From an optimization exercise on the open Yosys and OpenROAD flow, aimed at small area; shortcuts taken in it are not production practice. The RTL was checked by simulation tests, not by an equivalence proof against the original design. No activity file was given, so power comes from the tool's default toggle rates.

<file path="flow/config.mk">
export PLATFORM = sky130hd
export DESIGN_NAME = prog_data_mem
export DESIGN_NICKNAME = prog_data_mem
export VERILOG_FILES = /design/flow/design.v
export SDC_FILE = /design/flow/constraint.sdc
export NUM_CORES = 4
export LEC_CHECK = 0
export CAP_MARGIN = 20
export CORE_MARGIN = 2
export CORE_UTILIZATION = 40
export CTS_CLUSTER_DIAMETER = 100
export CTS_CLUSTER_SIZE = 30
export SLEW_MARGIN = 20
export SYNTH_HIERARCHICAL = 1
</file>
<file path="flow/constraint.sdc">
create_clock -name core_clock -period 8.0 [get_ports {clk}]
set_input_delay 1.6000 -clock core_clock [delete_from_list [all_inputs] [get_ports {clk}]]
set_output_delay 1.6000 -clock core_clock [all_outputs]
set_load 0.01 [all_outputs]
</file>
<file path="flow/design.v">
package prog_data_mem_pkg;
  typedef enum logic [1:0] {CLEAR, LOAD, RUN} state_t;
  localparam int ADDR_W_DEF = 8;
  localparam int DATA_W_DEF = 8;
  localparam int INS_BYTES_DEF = 2;
  localparam int PROT_LIMIT_DEF = 64;
endpackage
module mem_init_fsm #(
  parameter int ADDR_W = prog_data_mem_pkg::ADDR_W_DEF
) (
  input  logic                       clk,
  input  logic                       rst_n,
  input  logic                       ld_done,
  output prog_data_mem_pkg::state_t  state,
  output logic                       clr,
  output logic                       load,
  output logic                       run
);
  logic [ADDR_W-1:0] ptr;
  prog_data_mem_pkg::state_t nxt;
  always_ff @(posedge clk) begin
    state <= !rst_n ? prog_data_mem_pkg::CLEAR : nxt;
    ptr   <= !rst_n ? '0 : (state == prog_data_mem_pkg::CLEAR ? ptr + 1'b1 : ptr);
  end
  always_comb begin
    nxt  = (state == prog_data_mem_pkg::CLEAR && &ptr) ? prog_data_mem_pkg::LOAD :
           (state == prog_data_mem_pkg::LOAD && ld_done) ? prog_data_mem_pkg::RUN : state;
    clr  = state == prog_data_mem_pkg::CLEAR;
    load = state == prog_data_mem_pkg::LOAD;
    run  = state == prog_data_mem_pkg::RUN;
  end
endmodule
module rd_mux4 (
  input  logic [3:0] d,
  input  logic [1:0] s,
  output logic       y
);
  assign y = d[s];
endmodule
module rd_mux128 (
  input  logic [1023:0] d,
  input  logic [6:0]    a,
  output logic [7:0]    q
);
  for (genvar b = 0; b < 8; b++) begin : g_bit
    logic [31:0] l1;
    logic [7:0]  l2;
    logic [1:0]  l3;
    for (genvar i = 0; i < 32; i++) begin : g_l1
      rd_mux4 u_m (.d({d[(4*i+3)*8+b], d[(4*i+2)*8+b], d[(4*i+1)*8+b], d[(4*i)*8+b]}),
                   .s(a[1:0]), .y(l1[i]));
    end
    for (genvar i = 0; i < 8; i++) begin : g_l2
      rd_mux4 u_m (.d(l1[4*i +: 4]), .s(a[3:2]), .y(l2[i]));
    end
    for (genvar i = 0; i < 2; i++) begin : g_l3
      rd_mux4 u_m (.d(l2[4*i +: 4]), .s(a[5:4]), .y(l3[i]));
    end
    assign q[b] = a[6] ? l3[1] : l3[0];
  end
endmodule
module prog_data_mem (
  input  logic        clk,
  input  logic        rst_n,
  input  logic        ld_we,
  input  logic [7:0]  ld_addr,
  input  logic [7:0]  ld_data,
  input  logic        ld_done,
  output logic        ready,
  input  logic        f_req,
  input  logic [7:0]  f_addr,
  output logic [15:0] f_ins,
  output logic        f_valid,
  input  logic        d_re,
  input  logic        d_we,
  input  logic [7:0]  d_addr,
  input  logic [7:0]  d_wdata,
  output logic [7:0]  d_rdata,
  output logic        d_rvalid,
  output logic        d_err
);
  prog_data_mem_pkg::state_t state;
  logic clr, load, run;
  mem_init_fsm u_fsm (
    .clk(clk), .rst_n(rst_n), .ld_done(ld_done),
    .state(state), .clr(clr), .load(load), .run(run)
  );
  assign ready = run;
  logic [7:0] mem [256];
  logic        prot, wen;
  logic [7:0]  waddr, wdata;
  logic [15:0] plo, phi;
  always_comb begin
    prot  = d_addr[7:6] == 2'b00;
    wen   = rst_n && ((load && ld_we) || (run && d_we && !prot));
    waddr = load ? ld_addr : d_addr;
    wdata = clr ? 8'h00 : load ? ld_data : d_wdata;
    for (int i = 0; i < 16; i++) begin
      plo[i] = clr || (wen && waddr[3:0] == 4'(i));
      phi[i] = clr || waddr[7:4] == 4'(i);
    end
  end
  for (genvar i = 0; i < 256; i++) begin : g_word
    always_ff @(posedge clk)
      if (plo[i%16] && phi[i/16]) mem[i] <= wdata;
  end
  logic [6:0]    fk, fke;
  logic [1023:0] bank_e, bank_o;
  logic [7:0]    rd_e, rd_o, rd_de, rd_do, rd_d;
  always_comb begin
    fk  = f_addr[7:1];
    fke = fk + 7'(f_addr[0]);
    for (int i = 0; i < 128; i++) begin
      bank_e[i*8 +: 8] = mem[2*i];
      bank_o[i*8 +: 8] = mem[2*i+1];
    end
    rd_d = d_addr[0] ? rd_do : rd_de;
  end
  rd_mux128 u_rd_e  (.d(bank_e), .a(fke),         .q(rd_e));
  rd_mux128 u_rd_o  (.d(bank_o), .a(fk),          .q(rd_o));
  rd_mux128 u_rd_de (.d(bank_e), .a(d_addr[7:1]), .q(rd_de));
  rd_mux128 u_rd_do (.d(bank_o), .a(d_addr[7:1]), .q(rd_do));
  always_ff @(posedge clk) begin
    if (!rst_n) begin
      f_valid  <= 1'b0;
      d_rvalid <= 1'b0;
      d_err    <= 1'b0;
      f_ins    <= '0;
      d_rdata  <= '0;
    end else begin
      f_valid  <= run && f_req;
      d_rvalid <= run && d_re && !d_we;
      d_err    <= d_we && (load || (run && prot));
      if (run && f_req) f_ins <= f_addr[0] ? {rd_e, rd_o} : {rd_o, rd_e};
      if (run && d_re && !d_we) d_rdata <= rd_d;
    end
  end
endmodule
</file>
<file path="flow/run.sh">
#!/bin/bash
# synth_recipe.tcl (not shown) runs the flow's synth.tcl, then flattens the netlist and writes it again
# the make line also repeats each setting of config.mk as NAME=value (left out here)
make -C /OpenROAD-flow-scripts/flow DESIGN_CONFIG=/design/flow/config.mk WORK_HOME=/design/flow/orfs CLKGATE_MAP_FILE= SYNTH_SCRIPT=/design/flow/synth_recipe.tcl finish
</file>
==> results.tsv, run 1 <==
metric	value	unit
status	finished clean	
CORE AREA	0.243	sq mm
hpwl dp	184	mm
P&R area growth vs syn	11.3	%
Reg-to-Reg Start	u_fsm.state[0]	
Post-synth ARST share	0	
peak supply drop	179	uV
fmax	188	MHz
CP max FO	68	
cells after synthesis	4046	
Post-CTS Setup Inserts	0	
Initial Util	0.401	
yosys warns	9	
Clock transition at path regs	0.10	ns
IO buf count	74	
maximum clock path buffer count	3	
I/O pins	75	
Final Setup Violations	0	
#FFs+latches synth	2085	
WL/cell	37.4	um
CTS buffer count	92	
post-layout min period	5.32	ns
CTS tree	done	
total track usage	0.232	
WP buf/inv	2	
vias in the first global route	51600	
slowest stage delay, CP	0.75	ns
htree depth	3	
largest net degree at the start of global routing	238	
Internal	0.0146	W
CP delay by family, top	multiplexers	
Sink Count	2085	
Hold WC Path Type	reg2reg	
Worst setup EP type	flip-flop	
HP Start	u_fsm.ptr[2]	
critical path data required time	8.70	ns
Vias/cell	6.58	
GPL Wtd Cong	0.852	
Worst setup SP type	input pin	
net count after synthesis	4096	
Tcrit/Tclk final	0.666	
Flop pwr share	0.625	
initial drt markers	6299	
Max Cap Viol	0	
Synth Flop Type	edfxtp_1	
critical path's slowest cell	clkdlybuf4s50_1	
setup tns final	0	ns
placed cell area	0.105	sq mm
combinational fraction of design power	0.055	
Max Slew Vio Count	0	
synth unique cells	44	
switching part of the total	0.228	
sequential share of the synthesized area	0.640	
Place WS	1.87	ns
number of antenna violations at the first check in global routing	19	
leakage	39.2	nW
most numerous cell on the critical path	mux4_2	
Clock Power Share	0.319	
FILL cells	20000	
ranking of synthesized cells by area	edfxtp_1 (63%), mux4_2 (31%), o31ai_1 (2.0%)	
Synth area leader	edfxtp_1	
Synth top area share	0.632	
Worst Tran Pin Value	1.16	ns
Final Worst Setup Slack	2.68	ns
unrepaired setup endpoints after global routing	false	
die height	497	um
mapped cell area	0.0972	sq mm
Nets	4541	
row count	181	
Detailed Route WL	290	mm
CTS resizes	0	
Clock Latency Late Sink	0.80	ns
post-route ant nets	0	
drt drc	0	
first-pass iteration count of the detailed router	6	
Design Area, Final	0.108	sq mm
Clock Skew	0.0441	ns
Vias	51000	
EDFF count, synth	2048	
Hold Vio Cnt, Final	0	
cts-stage hold buffer count	0	
WP data arrival	6.02	ns
critical path class	in2reg	
worst-path cell chain	clkdlybuf4s50_1 > ha_4 > ha_4 > buf_12 > mux4_2 > mux4_2 > mux4_2 > mux2_4 > mux2i_1 > nand2_1 > o211a_1	
Slew headroom	0.223	
Overflow after GRT	0	
global-route wire length before repair	407	mm
die width	497	um
root buffer cell	clkbuf_16	
Worst Setup SP	f_addr[0]	
utilization after layout	0.446	
layout cell share with drive strength beyond 1	0.443	
syn avg cell area	24.0	sq um
sw power	0.00430	W
pwr/cell area	174	mW/mm^2
die area	0.247	sq mm
==> metrics by stage <==
stage	cells	total power [W]	hold slack, ns
3_5_place_dp	7595	0.0131	0.470
6_report	7750	0.0189	0.481
4_1_cts	7740	0.0190	0.484
5_1_grt	7746	0.0194	0.531
2_1_floorplan	4046	0.0126	0.445
3_3_place_gp	7593	0.0131	0.458
==> state kept, by name, indices dropped and copies added (netlist names) <==
| name | cells |
|---|---|
| d_err | 1 |
| d_rdata | 8 |
| d_rvalid | 1 |
| f_ins | 16 |
| f_valid | 1 |
| mem | 2048 |
| u_fsm.ptr | 8 |
| u_fsm.state | 2 |
==> cell usage in the layout (no fill, tap or decap), types with 15 or more instances in the layout <==
cell type and instances:
edfxtp_1 2048, mux4_2 1344, buf_4 353, o31ai_1 228, clkbuf_16 93, clkdlybuf4s50_1 61
dfxtp_1 37, buf_12 36, mux2i_1 32, mux2_4 32, o31ai_2 30, nand2_1 29
o211a_1 24, o22ai_2 15
==> metal layers <==
| layer | part of all wire | GRT usage | wire length [um] | vias up |
|---|---|---|---|---|
| li1 | - | - | - | 19900 |
| met1 | 0.39 | 0.314 | 112000 | 28400 |
| met2 | 0.50 | 0.389 | 146000 | 2285 |
| met3 | 0.072 | 0.0336 | 20700 | 378 |
| met4 | 0.037 | 0.0761 | 10800 | 0 |
| met5 | 0 | 0 | 0 | - |
==> synthesized netlist by cell type (4+ instances only) <==
| cell type | count |
|---|---|
| buf_6 | 13 |
| mux2i_1 | 32 |
| inv_1 | 5 |
| a21oi_1 | 10 |
| mux4_2 | 1344 |
| nor3b_1 | 5 |
| o22ai_1 | 5 |
| clkbuf_1 | 49 |
| nand2_1 | 29 |
| and3_1 | 4 |
| o31ai_2 | 6 |
| o211a_1 | 24 |
| nor3b_4 | 4 |
| or4_1 | 4 |
| buf_2 | 43 |
| o31ai_1 | 253 |
| o22ai_2 | 16 |
| dfxtp_1 | 37 |
| mux2_4 | 32 |
| and3b_1 | 13 |
| edfxtp_1 | 2048 |
| nand3_1 | 6 |
| o21ai_0 | 4 |
| nor2_1 | 16 |
| xnor2_1 | 5 |
| buf_4 | 10 |
==> worst paths after layout <==
kind                  endpoint  slack (ns)  depth (start not counted)
setup reg to reg    mem[16][7]        3.55                          7
hold reg to reg   u_fsm.ptr[2]        0.48                          2
hold / removal    u_fsm.ptr[2]        0.48                          2
setup / recovery      f_ins[1]        2.68                         11
==> power groups by stage <==
stage	clock [W]	sequential, W	combinational [W]
after floorplan	0	0.0120	0.000524
after global placement	0	0.0120	0.00106
after detailed placement	0	0.0120	0.00106
after CTS	0.00615	0.0118	0.00107
after global routing	0.00647	0.0118	0.00110
final	0.00602	0.0118	0.00104
==> modules after synthesis (local to each module, per instance) <==
module | flip-flops and latches | times used
rd_mux4 | 0 | 1344
rd_mux128 | 0 | 4
prog_data_mem | 2075 | 1
mem_init_fsm | 10 | 1
==> worst min-delay path: cells and delay by family, from the launching register on <==
family	cells	cell delay (ns)
AOI/OAI and AO/OA	1	0.05
DFF	1	0.33
and+or+nand+nor	1	0.06
==> kinds of logic (layout without fill, tap and decap cells) <==
| kind of cell | after synthesis | count (layout) | synth area share |
|---|---|---|---|
| and+or+nand+nor | 99 | 99 | 0.00655 |
| DFF | 2085 | 2085 | 0.640 |
| other | 0 | 6 | 0 |
| buffers and inverters | 121 | 617 | 0.00661 |
| adders and majority gates | 3 | 3 | 0.000386 |
| xor gates and xnor gates | 6 | 6 | 0.000540 |
| AOI/OAI and AO/OA | 324 | 324 | 0.0264 |
| muxes | 1408 | 1408 | 0.319 |
==> final cells by class <==
class                           count  area [sq um]  area share
Timing Repair Buffer              466          4200      0.0388
Clock buffer                       97          2340      0.0216
Antenna cell                        6          15.0    0.000139
Multi-Input combinational cell   1840         34800       0.321
Clock inverter                     48           627     0.00579
Sequential cell                  2085         62200       0.575
Tap cell                         3202          4010      0.0370
Inverter                            6          30.0    0.000277
==> run 2, diff against run 1 <==
--- a/flow/design.v
+++ b/flow/design.v
@@ -61,2 +61,8 @@
 endmodule
+module wr_en (
+  input  logic a_n, b_n,
+  output logic en
+);
+  assign en = ~(a_n | b_n);
+endmodule
 module prog_data_mem (
@@ -103,4 +109,6 @@
   for (genvar i = 0; i < 256; i++) begin : g_word
+    logic en;
+    wr_en u_en (.a_n(!plo[i%16]), .b_n(!phi[i/16]), .en(en));
     always_ff @(posedge clk)
-      if (plo[i%16] && phi[i/16]) mem[i] <= wdata;
+      if (en) mem[i] <= wdata;
   end
--- a/flow/config.mk
+++ b/flow/config.mk
@@ -9,3 +9,3 @@
 export CORE_MARGIN = 2
-export CORE_UTILIZATION = 40
+export CORE_UTILIZATION = 45
 export CTS_CLUSTER_DIAMETER = 100
==> run 2 against run 1 <==
  * Critical path depth shrank 1
  * Register-to-register slack gained 0.64 ns
  * Count of clock-buffer cells in the layout grew 19
  * Global-route usage grew 2.3 points
  * Non-clock buffer count shrank 216
  * Worst hold slack lost 0.00053 ns
  * Core utilization grew 5.0 points
  * Sequential share of layout area grew 1.7 points
  * Wire length shrank 5.2%
  * Sequential cell count is the same
  * Clock power shrank 3%
  * Synthesized cell count shrank 1.9%
  * Largest cell class unchanged
  * Largest power group unchanged
==> results.tsv, run 2 <==
metric	value	unit
leakage	38.2	nW
first-pass iteration count of the detailed router	5	
WL/cell	38.3	um
Vias	48900	
setup tns final	0	ns
I/O pins	75	
Clock Latency Late Sink	0.79	ns
Worst setup EP type	flip-flop	
root buffer cell	clkbuf_16	
die area	0.216	sq mm
Clock transition at path regs	0.11	ns
net count after synthesis	4018	
initial drt markers	6129	
Worst Setup SP	f_addr[0]	
ranking of synthesized cells by area	edfxtp_1 (64%), mux4_2 (32%), nor2_1 (1.1%)	
worst hold path depth	2	
Vias/cell	6.82	
pwr/cell area	177	mW/mm^2
Commonest cells post-synth	edfxtp_1 (2048), mux4_2 (1344), nor2_1 (269)	
number of antenna violations at the first check in global routing	15	
WP data arrival	6.11	ns
Initial Util	0.452	
peak supply drop	168	uV
IO buf count	74	
Synth top area share	0.642	
post-layout min period	5.44	ns
Clock Skew	0.0409	ns
GPL Wtd Cong	0.857	
EDFF count, synth	2048	
Top Registers	mem x2048, f_ins x16	
CORE AREA	0.212	sq mm
R2R cell count	7	
HP Start	u_fsm.ptr[2]	
Max Cap Viol	0	
Slew headroom	0.180	
CTS resizes	0	
die width	465	um
Reg-to-Reg Start	u_fsm.state[0]	
#FFs+latches synth	2085	
total track usage	0.255	
Max Slew Vio Count	0	
FILL cells	16800	
critical path's slowest cell	ha_4	
most numerous cell on the critical path	mux4_2	
drt drc	0	
Place WS	1.79	ns
htree depth	3	
Worst Tran Pin Value	1.23	ns
status	finished clean	
Detailed Route WL	274	mm
mapped cell area	0.0958	sq mm
Synth area leader	edfxtp_1	
Tcrit/Tclk final	0.680	
largest net degree at the start of global routing	193	
Hold WC Path Type	reg2reg	
most frequent cells in the layout	edfxtp_1 (2048), mux4_2 (1344), nor2_1 (220)	
global-route wire length before repair	388	mm
die height	465	um
syn avg cell area	24.1	sq um
Hold Vio Cnt, Final	0	
Biggest register	mem	
Overflow after GRT	0	
sequential share of the synthesized area	0.650	
reg2reg setup slack	4.19	ns
yosys warns	9	
Synth Flop Type	edfxtp_1	
worst reg2reg endpoint	mem[11][2]	
CTS buffer count	88	
vias in the first global route	49100	
row count	169	
cells after synthesis	3968	
critical path data required time	8.67	ns
Sink Count	2085	
hpwl dp	172	mm
cts-stage hold buffer count	0	
most common cell after layout, fill and taps aside	edfxtp_1	
unrepaired setup endpoints after global routing	false	
Worst setup SP type	input pin	
worst-path cell chain	clkdlybuf4s50_1 > ha_4 > buf_12 > mux4_2 > mux4_2 > mux4_2 > mux2_4 > mux2i_1 > nand2_1 > o211a_1	
Post-CTS Setup Inserts	0	
max FFs per register	2048	
slowest stage delay, CP	0.86	ns
fmax	184	MHz
layout cell share with drive strength beyond 1	0.414	
CP max FO	41	
Final Worst Setup Slack	2.56	ns
maximum clock path buffer count	3	
hold_ws	0.480	ns
Nets	4334	
critical path class	in2reg	
Post-synth ARST share	0	
synth unique cells	47	
most frequent cell after synthesis	edfxtp_1	
hold endpoint	u_fsm.ptr[2]	
post-route ant nets	0	
CTS tree	done	
Final Setup Violations	0	
P&R area growth vs syn	9.77	%
## run 2: changes by cell type in the layout (fill, tap and decap cells not counted), moves of 8 or more
cell	before	now
a21oi_2	0	13
o22ai_2	15	6
o31ai_2	30	1
a31oi_4	0	12
inv_8	11	3
and3b_1	12	1
clkbuf_1	4	21
nor2_2	4	40
o31ai_1	228	3
buf_4	353	139
nor2_1	4	220
## run 2: per-module statistics from Yosys, one instance, submodules excluded
module / cells inside / cell area (sq um) / times used / flops+latches
wr_en: 1 / 3.75 / 256 / 0
rd_mux4: 1 / 22.5 / 1344 / 0
prog_data_mem: 2280 / 63600 / 1 / 2075
rd_mux128: 9 / 131 / 4 / 0
mem_init_fsm: 52 / 443 / 1 / 10
## run 2: area by class of cell
cell class / instances / area, sq um / share of cell area
inverters: 11 / 41.3 / 0.000393
clock buffers: 116 / 2420 / 0.0230
well taps: 2821 / 3530 / 0.0336
diodes: 4 / 10.0 / 0.0000952
multi-input cells: 1848 / 33800 / 0.322
flip-flops and latches: 2085 / 62200 / 0.592
clock inverters: 30 / 429 / 0.00408
repair buffers: 250 / 2590 / 0.0247
## run 2: worst max-delay path by stage
stage | to | slack [ns] | depth (start not counted)
floorplan | f_ins[11] | 1.00 | 8
global placement | f_ins[7] | 1.78 | 10
detailed placement | f_ins[7] | 1.79 | 10
CTS | f_ins[7] | 2.64 | 10
global route | f_ins[15] | 2.52 | 10
finish | f_ins[7] | 2.56 | 10
## run 2: worst max-delay path, delay by kind of cell
kind	cells	cell delay [ns]
multiplexers	5	2.25
buffers and inverters	2	1.05
adder cells (fa/ha/maj)	1	0.86
AO/OA/AOI/OAI	1	0.13
AND/OR/NAND/NOR	1	0.07
## run 2: routing by layer
metal | GRT usage | routed length (um)
met5 | 0 | 95
met4 | 0.0849 | 10100
met3 | 0.0383 | 20500
met2 | 0.407 | 133000
met1 | 0.366 | 111000
## run 2: cell families after synthesis
family                     synth area share
muxes                                 0.324
DFF                                   0.650
buffers and inverters               0.00218
and+or+nand+nor                      0.0146
adders and majority gates          0.000392
xor gates and xnor gates           0.000549
AOI/OAI and AO/OA                   0.00788
## run 2: stage by stage
stage / std cells / instance area [sq um] / total power, W / util
after detailed placement: 7009 / 102000 / 0.0130 / 0.482
after global routing: 7162 / 105000 / 0.0191 / 0.496
after floorplan: 3968 / 95800 / 0.0125 / -
after global placement: 7002 / 102000 / 0.0130 / 0.481
after CTS: 7155 / 105000 / 0.0188 / 0.496
final: 7165 / 105000 / 0.0186 / 0.496
## run 2: report_power, final
part           internal, W  total [W]  switching (W)
Combinational     0.000395   0.000976       0.000581
Clock              0.00231    0.00583        0.00352
Sequential          0.0118     0.0118     0.00000107
Total               0.0145     0.0186        0.00411
==> run 3, diff against run 2 <==
--- a/flow/design.v
+++ b/flow/design.v
@@ -61,7 +61,14 @@
 endmodule
-module wr_en (
-  input  logic a_n, b_n,
-  output logic en
+module wr_sel (
+  input  logic a, b, a_n, b_n,
+  output logic en, en_n
 );
-  assign en = ~(a_n | b_n);
+  assign en_n = ~(a & b);
+  assign en   = ~(a_n | b_n);
+endmodule
+module wr_hold (
+  input  logic wd, q, en, en_n,
+  output logic d
+);
+  assign d = (wd & en) | (q & en_n);
 endmodule
@@ -109,6 +116,10 @@
   for (genvar i = 0; i < 256; i++) begin : g_word
-    logic en;
-    wr_en u_en (.a_n(!plo[i%16]), .b_n(!phi[i/16]), .en(en));
-    always_ff @(posedge clk)
-      if (en) mem[i] <= wdata;
+    logic       en, en_n;
+    logic [7:0] nxt;
+    wr_sel u_sel (.a(plo[i%16]), .b(phi[i/16]), .a_n(!plo[i%16]), .b_n(!phi[i/16]),
+                  .en(en), .en_n(en_n));
+    for (genvar b = 0; b < 8; b++) begin : g_bit
+      wr_hold u_hold (.wd(wdata[b]), .q(mem[i][b]), .en(en), .en_n(en_n), .d(nxt[b]));
+    end
+    always_ff @(posedge clk) mem[i] <= nxt;
   end
--- a/flow/config.mk
+++ b/flow/config.mk
@@ -9,3 +9,3 @@
 export CORE_MARGIN = 2
-export CORE_UTILIZATION = 45
+export CORE_UTILIZATION = 40
 export CTS_CLUSTER_DIAMETER = 100
==> run 3 against run 2 <==
  * Highest routed layer unchanged
  * Cell area down 1.8%
  * Combinational power down 1%
  * Wire length up 29%
  * Core utilization down 5.7 points
  * Cell count up 36%
  * Clock skew up 0.027 ns
  * Register-to-register slack worse by 0.98 ns
  * Critical path depth up 2
==> results.tsv, run 3 <==
metric	value	unit
sequential share of the synthesized area	0.442	
most common cell after layout, fill and taps aside	dfxtp_1	
FILL cells	20600	
Slew headroom	0.151	
WP data arrival	5.96	ns
number of antenna violations at the first check in global routing	13	
net count after synthesis	6360	
IO buf count	74	
GR Layer Usage met1	0.391	
Hold WC Path Type	reg2reg	
Tcrit/Tclk final	0.661	
met3 GRT Util	0.0657	
slowest stage delay, CP	0.60	ns
initial drt markers	9697	
Synth top area share	0.442	
Hold Vio Cnt, Final	0	
#FFs+latches synth	2085	
peak supply drop	159	uV
Final Setup Violations	0	
Place WS	1.93	ns
GPL Wtd Cong	0.946	
hpwl dp	233	mm
hold_ws	0.483	ns
Post-CTS Setup Inserts	0	
Vias/cell	7.26	
post-layout min period	5.29	ns
Overflow after GRT	0	
Vias	70800	
fmax	189	MHz
Initial Util	0.402	
CP delay by family, top	multiplexers	
vias in the first global route	67800	
htree depth	3	
worst-path cell chain	clkdlybuf4s50_1 > buf_4 > ha_4 > ha_4 > buf_12 > mux4_2 > mux4_2 > mux4_2 > mux2_4 > mux2i_1 > nand2_1 > o211a_1	
critical path data required time	8.67	ns
row count	178	
mapped cell area	0.0944	sq mm
die area	0.240	sq mm
Worst setup SP type	input pin	
most frequent cells in the layout	dfxtp_1 (2085), a22o_1 (2048), mux4_2 (1344)	
total track usage	0.291	
synth unique cells	48	
cts-stage hold buffer count	0	
largest net degree at the start of global routing	155	
I/O pins	75	
root buffer cell	clkbuf_16	
Biggest register	mem	
WL/cell	36.4	um
Synth area leader	dfxtp_1	
Worst setup EP type	flip-flop	
Final Worst Setup Slack	2.71	ns
Cell Count, Final, Fillers Out	9750	
drt drc	0	
setup tns final	0	ns
die height	490	um
Clock transition at path regs	0.12	ns
Cell Count Post-Placement	9632	
global-route wire length before repair	512	mm
Worst Tran Pin Value	1.27	ns
CTS tree	done	
CTS resizes	0	
unrepaired setup endpoints after global routing	false	
Clock Latency Late Sink	0.79	ns
maximum clock path buffer count	3	
critical path class	in2reg	
ranking of synthesized cells by area	dfxtp_1 (44%), mux4_2 (32%), a22o_1 (19%)	
max FFs per register	2048	
Post-synth ARST share	0	
Detailed Route WL	355	mm
Top Registers	mem x2048, f_ins x16	
most frequent cell after synthesis	dfxtp_1	
WP buf/inv	3	
Sink Count	2085	
most used routing layer	met2	
post-route ant nets	0	
Commonest cells post-synth	dfxtp_1 (2085), a22o_1 (2048), mux4_2 (1344)	
pwr/cell area	164	mW/mm^2
most numerous cell on the critical path	mux4_2	
Synth Flop Type	dfxtp_1	
syn avg cell area	15.0	sq um
critical path's slowest cell	ha_4	
placed cell area	0.101	sq mm
CORE AREA	0.235	sq mm
Clock Skew	0.0684	ns
P&R area growth vs syn	9.39	%
Max Slew Vio Count	0	
cells after synthesis	6310	
Max Cap Viol	0	
die width	490	um
yosys warns	10	
met2 Usage GRT	0.442	
EDFF count, synth	0	
layout cell share with drive strength beyond 1	0.258	
status	finished clean	
CTS buffer count	84	
Nets	6619	
leakage	37.7	nW
Design Area, Final	0.103	sq mm
CP max FO	77	
first-pass iteration count of the detailed router	9	
## run 3: cell types whose count changed in the layout (fill, tap and decap cells not counted), moves of 11 or more
| cell | delta |
|---|---|
| clkbuf_1 | -16 |
| edfxtp_1 | -2048 |
| nor2_1 | +41 |
| nor2_2 | -40 |
| nand2_1 | +257 |
| buf_4 | -39 |
| a22o_1 | +2048 |
| a21o_1 | +18 |
| dfxtp_1 | +2048 |
| a31o_2 | +11 |
## run 3: through the flow
stage / utilization / total power, W
after global routing: 0.439 / 0.0174
after detailed placement: 0.429 / 0.0116
after global placement: 0.429 / 0.0116
after CTS: 0.439 / 0.0170
after floorplan: - / 0.0111
final: 0.439 / 0.0169
## run 3: routing by layer
metal,wire (um),part of all wire
met5,220,0.00062
met4,21200,0.060
met3,38700,0.11
met2,159000,0.45
met1,136000,0.38
## run 3: where the power goes
group          leakage [nW]  internal, W  switching, W
Clock                  1.20      0.00211       0.00349
Combinational          19.8     0.000394      0.000570
Sequential             16.8       0.0104    0.00000102
Total                  37.7       0.0129       0.00406
## run 3: path summary, 6_finish.rpt
path	from	to	cells past startpoint	slack (ns)
worst max-delay path	f_addr[0]	f_ins[0]	12	2.71
worst max register to register	u_fsm.state[0]	mem[62][7]	6	3.21
worst min-delay path	u_fsm.ptr[2]	u_fsm.ptr[2]	2	0.48
worst min register to register	u_fsm.ptr[2]	u_fsm.ptr[2]	2	0.48
## run 3: per-module statistics from Yosys (local to each module, per instance)
module	cells	copies in the design	area, sq um
prog_data_mem	2318	1	43300
mem_init_fsm	52	1	443
rd_mux128	9	4	131
rd_mux4	1	1344	22.5
wr_hold	1	2048	8.76
wr_sel	2	256	7.51
## run 3: kinds of logic (layout without fill, tap and decap cells)
family,after synthesis,after routing,synth area share
compound gates,2170,2170,0.200
xor+xnor,6,6,0.000557
fa+ha+maj,3,3,0.000398
buf+inv,41,324,0.00217
flops,2085,2085,0.442
mux,1408,1408,0.329
other cells,0,7,0
simple gates,597,597,0.0250
## run 3: area by class of cell
class | instances | area (sq um) | area share
clock inverter | 18 | 294 | 0.00285
tap | 3150 | 3940 | 0.0382
timing repair buffer | 203 | 2120 | 0.0205
clock buffer | 92 | 2170 | 0.0211
inverter | 11 | 41.3 | 0.000400
sequential | 2085 | 41700 | 0.404
antenna | 7 | 17.5 | 0.000170
multi-input combinational | 4184 | 52900 | 0.513
## run 3: worst reg2reg max path, delay by kind of cell (launching register included)
family	cells	cell delay, ns
AOI/OAI and AO/OA	3	2.47
and+or+nand+nor	3	1.73
DFF	1	0.51
==> run 4, diff against run 3 <==
--- a/flow/config.mk
+++ b/flow/config.mk
@@ -9,3 +9,3 @@
 export CORE_MARGIN = 2
-export CORE_UTILIZATION = 40
+export CORE_UTILIZATION = 50
 export CTS_CLUSTER_DIAMETER = 100
==> run 4 against run 3 <==
  * Core utilization is 11 points higher
  * Register-to-register slack better by 0.18 ns
  * Count of clock-buffer cells in the layout is 2 lower
  * Sequential share of layout area is 0.37 points higher
  * Critical path type unchanged
  * Critical endpoint is now f_ins[15]
  * Largest power group unchanged
==> results.tsv, run 4 <==
metric	value	unit
cells after synthesis	6310	
Worst setup EP type	flip-flop	
Vias	70700	
row count	159	
status	finished clean	
Worst setup SP type	input pin	
post-layout min period	5.50	ns
Internal	0.0129	W
DR top layer	met5	
die height	438	um
Flop pwr share	0.613	
hpwl dp	229	mm
Nets	6602	
most common cell after layout, fill and taps aside	dfxtp_1	
sequential share of the synthesized area	0.442	
critical path class	in2reg	
CORE AREA	0.188	sq mm
Max Slew Vio Count	0	
maximum clock path buffer count	3	
Post-CTS Setup Inserts	0	
most frequent cells in the layout	dfxtp_1 (2085), a22o_1 (2048), mux4_2 (1344)	
Initial Util	0.503	
Clock transition at path regs	0.12	ns
CTS tree	done	
root buffer cell	clkbuf_16	
Overflow after GRT	0	
unrepaired setup endpoints after global routing	false	
Commonest cells post-synth	dfxtp_1 (2085), a22o_1 (2048), mux4_2 (1344)	
initial drt markers	9406	
number of antenna violations at the first check in global routing	17	
post-route total power	0.0169	W
CTS resizes	0	
reg2reg setup slack	3.39	ns
GPL Wtd Cong	0.911	
post-route ant nets	0	
I/O pins	75	
Hold Vio Cnt, Final	0	
WL/cell	38.7	um
fmax	182	MHz
placed cell area	0.0998	sq mm
CTS buffer count	84	
net count after synthesis	6360	
first-pass iteration count of the detailed router	6	
Biggest register	mem	
Synth Flop Type	dfxtp_1	
Sink Count	2085	
combinational fraction of design power	0.056	
critical path data required time	8.69	ns
drt drc	0	
#FFs+latches synth	2085	
mapped cell area	0.0944	sq mm
Worst Setup SP	f_addr[0]	
Post-synth ARST share	0	
Synth top area share	0.442	
IO buf count	74	
WP data arrival	6.19	ns
Worst Tran Pin Value	1.27	ns
ranking of synthesized cells by area	dfxtp_1 (44%), mux4_2 (32%), a22o_1 (19%)	
global-route wire length before repair	505	mm
largest net degree at the start of global routing	169	
Hold WC Path Type	reg2reg	
Design Area, Final	0.102	sq mm
Vias/cell	7.78	
Tcrit/Tclk final	0.687	
max FFs per register	2048	
Max Cap Viol	0	
Reg-to-Reg Start	u_fsm.state[1]	
switching part of the total	0.240	
Detailed Route WL	352	mm
pwr/cell area	166	mW/mm^2
EDFF count, synth	0	
most frequent cell after synthesis	dfxtp_1	
synth unique cells	48	
Top Registers	mem x2048, f_ins x16	
leakage	37.7	nW
Synth area leader	dfxtp_1	
setup tns final	0	ns
worst reg2reg endpoint	mem[121][1]	
CP max FO	49	
Clock Power Share	0.331	
htree depth	3	
layout cell share with drive strength beyond 1	0.256	
Clock Latency Late Sink	0.78	ns
peak supply drop	153	uV
DR WL met2	156	mm
R2R cell count	6	
die width	438	um
P&R area growth vs syn	8.40	%
syn avg cell area	15.0	sq um
Slew headroom	0.157	
yosys warns	10	
Clock Skew	0.0419	ns
sw power	0.00407	W
die area	0.192	sq mm
Post-Route M1 WL	136	mm
utilization after layout	0.545	
crit path capture	f_ins[15]	
vias in the first global route	67000	
total track usage	0.360	
Final Setup Violations	0	
routed length on met3	40.5	mm
cts-stage hold buffer count	0	
==> run 4: cell counts after synthesis <==
No cell type changed its count.
==> run 4: worst min path at each step <==
stage | depth (start not counted) | startpoint | slack, ns | end
5_1_grt | 2 | u_fsm.ptr[2] | 0.51 | u_fsm.ptr[2]
3_3_place_gp | 2 | u_fsm.ptr[2] | 0.46 | u_fsm.ptr[2]
4_1_cts | 2 | u_fsm.ptr[2] | 0.48 | u_fsm.ptr[2]
2_1_floorplan | 2 | u_fsm.ptr[2] | 0.45 | u_fsm.ptr[2]
6_report | 2 | u_fsm.ptr[2] | 0.47 | u_fsm.ptr[2]
3_5_place_dp | 2 | u_fsm.ptr[2] | 0.46 | u_fsm.ptr[2]
==> run 4: area by class of cell <==
| class | instances | area (sq um) |
|---|---|---|
| clock inverter | 19 | 254 |
| inverter | 11 | 41.3 |
| sequential | 2085 | 41700 |
| timing repair buffer | 186 | 2020 |
| multi-input combinational | 4184 | 52900 |
| tap | 2495 | 3120 |
| fill | 15100 | 85300 |
| antenna | 14 | 35.0 |
| clock buffer | 90 | 2200 |
==> run 4: cells by family after synthesis <==
group           synth area share
compound gates             0.200
xor+xnor                0.000557
fa+ha+maj               0.000398
buf+inv                  0.00217
flops                      0.442
mux                        0.329
simple gates              0.0250
==> run 4: per-module statistics from Yosys, one instance, submodules excluded <==
module | times used | flip-flops and latches | cells | cell area, sq um
prog_data_mem | 1 | 2075 | 2318 | 43300
mem_init_fsm | 1 | 10 | 52 | 443
rd_mux128 | 4 | 0 | 9 | 131
rd_mux4 | 1344 | 0 | 1 | 22.5
wr_hold | 2048 | 0 | 1 | 8.76
wr_sel | 256 | 0 | 2 | 7.51
==> run 4: metrics by stage <==
stage | setup WS (ns) | instances | hold WS (ns)
floorplan | 0.876 | 6310 | 0.445
global placement | 1.79 | 8961 | 0.456
detailed placement | 1.76 | 8961 | 0.462
CTS | 2.59 | 9070 | 0.477
global route | 2.45 | 9071 | 0.514
finish | 2.50 | 9084 | 0.475
==> run 4: critical path, stage by stage <==
cell and delay (ns):
clkdlybuf4s50_1 0.65, ha_4 0.30, ha_4 0.66, buf_4 0.68, mux4_2 0.44, mux4_2 0.54, mux4_2 0.54, mux2_4 0.29
mux2i_1 0.17, nand2_1 0.08, o211a_1 0.14
==> run 4: layer usage <==
metal	global-route usage	up-vias
li1	-	28100
met1	0.498	37000
met2	0.533	4786
met3	0.0840	759
met4	0.175	12
met5	0.00248	-
==> run 4: power by group through the flow <==
stage	Combinational, W	Clock (W)	Sequential (W)
floorplan	0.000502	0	0.0106
global placement	0.000956	0	0.0106
detailed placement	0.000958	0	0.0106
CTS	0.000958	0.00565	0.0104
global route	0.000994	0.00597	0.0104
finish	0.000953	0.00561	0.0104

afterwards: timing with drivers on the ports:
No port has a modelled driver above. Below, the same layouts with a new extraction and two added sets of constraints.
Step 1 (the two cells are an assumption about what drives the block):
set clk [get_ports {clk}]
set_driving_cell -lib_cell sky130_fd_sc_hd__clkbuf_16 $clk
set_driving_cell -lib_cell sky130_fd_sc_hd__buf_2 [delete_from_list [all_inputs] $clk]
Step 2, shift: input delay + t, output delay - t, t = (earliest + latest rising clock arrival at the registers) / 2. This alone moves slack from input paths to output paths.
Three values: ideal, step 1, step 2; two values: the first two.
| run | shift t [ns] | slack for setup (ns) | worst setup path after step 2 | latest minus earliest clock arrival (ns) | worst register clock-pin slew, ns |
|---|---|---|---|---|---|
| run 1 | 0.886 | 2.675 / 2.748 / 1.862 | input to register | 0.057 / 0.056 | 0.12 / 0.12 |
| run 2 | 0.849 | 2.563 / 2.619 / 1.771 | input to register | 0.049 / 0.049 | 0.12 / 0.12 |
| run 3 | 0.853 | 2.709 / 2.770 / 1.917 | input to register | 0.072 / 0.073 | 0.12 / 0.12 |
| run 4 | 0.855 | 2.505 / 2.573 / 1.718 | input to register | 0.046 / 0.046 | 0.12 / 0.12 |
After both steps every run listed still meets setup and hold. For run 1, which loses most, drivers alone change the setup slack by +0.073 ns; drivers and shift together by -0.813 ns.
